Source: an optimization exercise on an open RTL-to-GDS flow (aim: small area and a short achievable clock period). Production flows keep margins and buffers that such runs may drop.
At most, simulation tests tie the RTL to the original design; equivalence was not proved.
No activity file was given, so power comes from the tool's default toggle rates.

==> inputs of pepper <==
==> flow/design.v (excerpt) <==
module dds_gain_decimator (
  input  logic        clock,
  input  logic        reset,
  input  logic        io_en,
  input  logic [31:0] io_in_value,
  input  logic [15:0] io_gain,
  input  logic [7:0]  io_decim,
  output logic        io_out_valid,
  output logic [31:0] io_out_bits,
  input  logic        io_out_ready,
  output logic [3:0]  io_level,
  output logic [15:0] io_overflow_cnt
);
clock: 8.0 ns
lec_check: 0
cap_margin: 20
core_margin: 2
core_utilization: 40
setup_slack_margin: 5.0
slew_margin: 20
run.sh (not shown) runs the stock make flow with config.mk's settings and CLKGATE_MAP_FILE= SYNTH_SCRIPT=/design/flow/synth_recipe.tcl, a recipe that flattens the netlist after the stock synthesis.
==> inputs of yarrow, as changes to pepper <==
--- a/flow/design.v
+++ b/flow/design.v
@@ -780,20 +780,21 @@
   logic [31:0]   dec;
   assign dec_full = s_q + c_q + {{(46-LOW){1'b0}}, ci_q};
   assign dec = dec_full[46:15];
   logic [31:0] h_q;
   logic [31:0] mem [7];
   logic [6:0]  rd, wr;
   logic [3:0]  level;
-  logic        empty, le1, full;
+  logic        valid, empty, le1, full;
   logic [31:0] m_rd;
   assign m_rd = (mem[0] & {32{rd[0]}}) | (mem[1] & {32{rd[1]}}) |
                 (mem[2] & {32{rd[2]}}) | (mem[3] & {32{rd[3]}}) |
                 (mem[4] & {32{rd[4]}}) | (mem[5] & {32{rd[5]}}) |
                 (mem[6] & {32{rd[6]}});
+  assign empty = !valid;
   logic ready;
   assign ready = io_out_ready;
   logic [3:0] lvl_r, lvl_n, level_nx;
   assign lvl_r = level + {3'd0, dec_valid} - {3'd0, !empty};
   assign lvl_n = level + {3'd0, dec_valid && !full};
   assign level_nx = ready ? lvl_r : lvl_n;
   logic m_push, m_pop, m_we, h_dec;
@@ -808,26 +809,26 @@
     else if (ready) h_q <= m_rd;
   end
   always_ff @(posedge clock or negedge reset) begin
     if (!reset) begin
       rd    <= 7'd1;
       wr    <= 7'd1;
       level <= '0;
-      empty <= 1'b1;
+      valid <= 1'b0;
       le1   <= 1'b1;
       full  <= 1'b0;
       io_overflow_cnt <= '0;
     end else begin
       if (m_push) wr <= {wr[5:0], wr[6]};
       if (m_pop)  rd <= {rd[5:0], rd[6]};
       level <= level_nx;
-      empty <= (level_nx == 4'd0);
+      valid <= (level_nx != 4'd0);
       le1   <= (level_nx <= 4'd1);
       full  <= (level_nx == 4'd8);
       if (dec_valid && full && !ready && io_overflow_cnt != 16'hFFFF)
         io_overflow_cnt <= io_overflow_cnt + 16'd1;
     end
   end
-  assign io_out_valid = !empty;
+  assign io_out_valid = valid;
   assign io_out_bits  = h_q;
   assign io_level     = level;
 endmodule
- CORE_UTILIZATION: 40 -> 65
- CTS_CLUSTER_DIAMETER: unset -> 150
- CTS_CLUSTER_SIZE: unset -> 30
==> parameters.txt <==
Parameter                              Value

Outcome
  Result of the run    finished clean

Cells and area
  Inverters    234

Timing
  Worst-margin pin slew    1.08 ns

Detailed routing
  1st-pass router iterations    7
  Highest routing layer actually used    met4

Worst setup path
  Minimum setup slack among reg-to-reg paths    4.83 ns
  Number of cell instances on the worst register-to-register path    11

Synthesis
  Share of the yosys chip area belonging to registers    about 44%
  Synthesized-area fraction occupied by adder cells    18.8%
  Xor and xnor fraction of the mapped netlist area    10.6%

Pwr
  Proportion of total power due to net switching    about 42%
the above is filed under yarrow

==> parameters.txt <==
Parameter                              Value

Worst setup path
  Minimum setup slack among reg-to-reg paths    4.87 ns

Detailed routing
  Final wirelength    about 75 mm
  Highest routing layer actually used    met5

Pwr
  Net switching power    4.83 mW

Synthesis
  Cell count after synthesis    2272
  Share of the yosys chip area belonging to registers    44.3%
  Xor and xnor fraction of the mapped netlist area    10.7%

Cells and area
  Inverters    approximately 240

Timing
  Worst-margin pin slew    0.890 ns

Outcome
  Result of the run    finished clean
the above is filed under pepper

Only the layout flow was run in pepper; the RTL was not checked for function there.


==> build 41 <==
dds_gain_decimator, a different RTL version from the one above (not shown whole).
clock: 8.0 ns
lec_check: 0
cap_margin: 20
core_margin: 2
core_utilization: 40
setup_slack_margin: 5.0
slew_margin: 20
==> trial 79: changes against build 41 <==
Settings changed: SETUP_SLACK_MARGIN 5.0 to unset.
==> notes <==
In sequential cell count, build 41 and trial 79 do not differ.
Between build 41 and trial 79, the lower fmax is in trial 79 (gap 14%, measured against trial 79).
Against trial 79, the worst setup slack of build 41 is higher by 0.48 ns.
Of trial 79 and build 41, build 41 has the higher via count (gap 4.5%, measured against build 41).
No functional check of the RTL was part of any run of this note.


==> run R: inputs <==
Another version of the RTL of dds_gain_decimator (not shown whole).
clock: 8.0 ns
lec_check: 0
cap_margin: 20
core_margin: 2
core_utilization: 40
slew_margin: 20
==> run H: changes against run R <==
- SETUP_SLACK_MARGIN: not set -> 3.0
==> run K: changes against run R <==
- ABC_CLOCK_PERIOD_IN_PS: not set -> 3000
==> results.txt <==
The flow ran to the end and the layout has no timing, DRC or antenna violations. The number of gates on the worst path with buffers counted came out at 15. The highest clock rate came out at between 0.15 and 0.2 GHz. Wire segments on met2 add up to roughly 39 mm in the final route. For this run, global-route usage on met3 was measured as 0.02702.

The setup fix buffers added after clock tree synthesis came out at 0. The routing usage on met1 is 0.3085. The mean number of vias per cell came out at roughly 5.8. The analysis attributes to net switching a power of ~4.3 mW. Gates resized during post-CTS repair numbered 0.
the above is filed under run K

==> results.txt <==
The flow ran to the end and the layout has no timing, DRC or antenna violations. The detailed-routed wire length on met2 came out at roughly 39 mm. For this run, global-route usage on met1 was measured as 0.3095.

After clock tree synthesis, the repair step resized 13 gates. The highest clock rate is ~0.2 GHz. For this run, global-route usage on met3 was measured as 0.02736.

For this design the total switching power over the nets is 4.324 mW.
the above is filed under run H

==> results.txt <==
The flow ran to the end and the layout has no timing, DRC or antenna violations. For this run, global-route usage on met3 was measured as 0.02702. The post-cts gate resize count came out at 0.

The highest clock rate came out at between 0.15 and 0.2 GHz. Summed over all nets, the switching power comes to 4.319 mW. The mean number of vias per cell came out at ~5.8. The number of gates on the worst path with buffers counted is 15. The setup fix buffers added after clock tree synthesis is 0.
the above is filed under run R



==> 05-05 <==
dds_gain_decimator, a different RTL version from the one above (not shown whole).
export LEC_CHECK = 0
export CAP_MARGIN = 20
export CORE_MARGIN = 2
export CORE_UTILIZATION = 65
export CTS_CLUSTER_DIAMETER = 100
export CTS_CLUSTER_SIZE = 30
export SETUP_SLACK_MARGIN = 5.0
export SLEW_MARGIN = 20
create_clock -name core_clock -period 8.0 [get_ports {clock}]
==> 10-12: changes against 05-05 <==
--- a/flow/design.v
+++ b/flow/design.v
@@ -1179,17 +1179,17 @@
   assign empty = !valid;
   logic ready;
   assign ready = io_out_ready;
   logic [3:0] lvl_r, lvl_n, level_nx;
   assign lvl_r = level + {3'd0, dec_valid} - {3'd0, !empty};
   assign lvl_n = level + {3'd0, dec_valid && !full};
   assign level_nx = ready ? lvl_r : lvl_n;
   logic m_push;
-  assign m_push = (dec_valid && ready) || (dec_valid && !full);
+  assign m_push = dec_valid && (ready ? !le1 : (!empty && !full));
   logic [31:0] h_nx;
   always_comb begin
     for (int i = 0; i < 32; i++) begin
       logic x1, x0;
       x1 = dec_c[i] ? (le1   ? !dec_p[i] : m_rd[i]) : (le1   ? dec_p[i] : m_rd[i]);
       x0 = dec_c[i] ? (empty ? !dec_p[i] : h_q[i])  : (empty ? dec_p[i] : h_q[i]);
       h_nx[i] = ready ? x1 : x0;
     end
@@ -1205,19 +1205,19 @@
     if (!reset) begin
       level <= '0;
       valid <= 1'b0;
       le1   <= 1'b1;
       full  <= 1'b0;
       io_overflow_cnt <= '0;
     end else begin
       level <= level_nx;
-      valid <= ready ? (lvl_r != 4'd0) : (lvl_n != 4'd0);
-      le1   <= ready ? (lvl_r <= 4'd1) : (lvl_n <= 4'd1);
-      full  <= ready ? (lvl_r == 4'd8) : (lvl_n == 4'd8);
+      valid <= (level_nx != 4'd0);
+      le1   <= (level_nx <= 4'd1);
+      full  <= (level_nx == 4'd8);
       if (dec_valid && full && !ready && io_overflow_cnt != 16'hFFFF)
         io_overflow_cnt <= io_overflow_cnt + 16'd1;
     end
   end
   assign io_out_valid = valid;
   assign io_out_bits  = h_q;
   assign io_level     = level;
 endmodule
==> results.txt <==
crit path from: c_q[18]$_DFF_P_
Routed WL per cell: 22.3 µm
NonClk Buf Share: 0.0574
peak supply drop: 0.227 mV
Post-Synth Simple-Gate Area: 0.0555
Final Core Density: 0.714
Fillers: 3,108
Combinational Power Share: 0.583
layout cells sized above 1: 0.101
count of plain and timing-repair buffers: 172
reg-to-reg slack, setup: 4.97 ns
P per Cell Area: 360 nW/µm²
outcome: finished clean
[end of results for 05-05]
==> results.txt <==
first-pass GRT wire length: 106,000 µm
layout cells sized above 1: 0.113
Final Core Density: 0.708
outcome: finished clean
P per Cell Area: 364 nW/µm²
Combinational Power Share: 0.585
largest net degree at the start of global routing: 48
NonClk Buf Share: 0.0551
crit path from: io_out_ready
Max-area cell class: multi-input gates
Fillers: 3,135
P&R area growth vs syn: 7.94%
count of plain and timing-repair buffers: 167
GRT Residual Overflow: 0
[end of results for 10-12]

[afterwards: timing with drivers on the ports]
The flow's constraints put no driver on any port. The routed layouts listed below were extracted and timed again, unchanged, in two steps.
Step 1, drivers: a clkbuf_16 drives clock and a buf_2 each remaining input, both assumed.
Step 2 times the ports against the registers' clock, not the clock port: input delays grow and output delays shrink by t, the midpoint of the rising clock arrivals with the driver on.
Slacks: ideal ports / drivers / drivers and shift; pairs: ideal ports / drivers.
| run | t, ns | setup WS [ns] | worst hold slack (ns) |
|---|---|---|---|
| pepper | 0.667 | 4.872 / 4.872 / 4.753 | 0.493 / 0.493 / 0.493 |
| yarrow | 0.613 | 4.826 / 4.826 / 4.521 | 0.496 / 0.496 / 0.496 |
| build 41 | 0.669 | 4.649 / 4.649 / 4.649 | 0.507 / 0.507 / 0.507 |
| trial 79 | 0.641 | 4.172 / 4.172 / 3.700 | 0.517 / 0.517 / 0.517 |
| run R | 0.655 | 2.698 / 2.698 / 2.698 | 0.498 / 0.498 / 0.498 |
| run H | 0.655 | 2.990 / 2.990 / 2.990 | 0.500 / 0.500 / 0.500 |
| run K | 0.655 | 2.698 / 2.698 / 2.698 | 0.498 / 0.498 / 0.498 |
| 05-05 | 0.605 | 4.972 / 4.972 / 4.527 | 0.452 / 0.452 / 0.452 |
| 10-12 | 0.605 | 4.959 / 4.974 / 4.380 | 0.460 / 0.460 / 0.460 |
After both steps every run listed still meets setup and hold. The setup slack of 10-12, which loses most, moves by +0.015 ns with the drivers and by -0.579 ns with both steps.
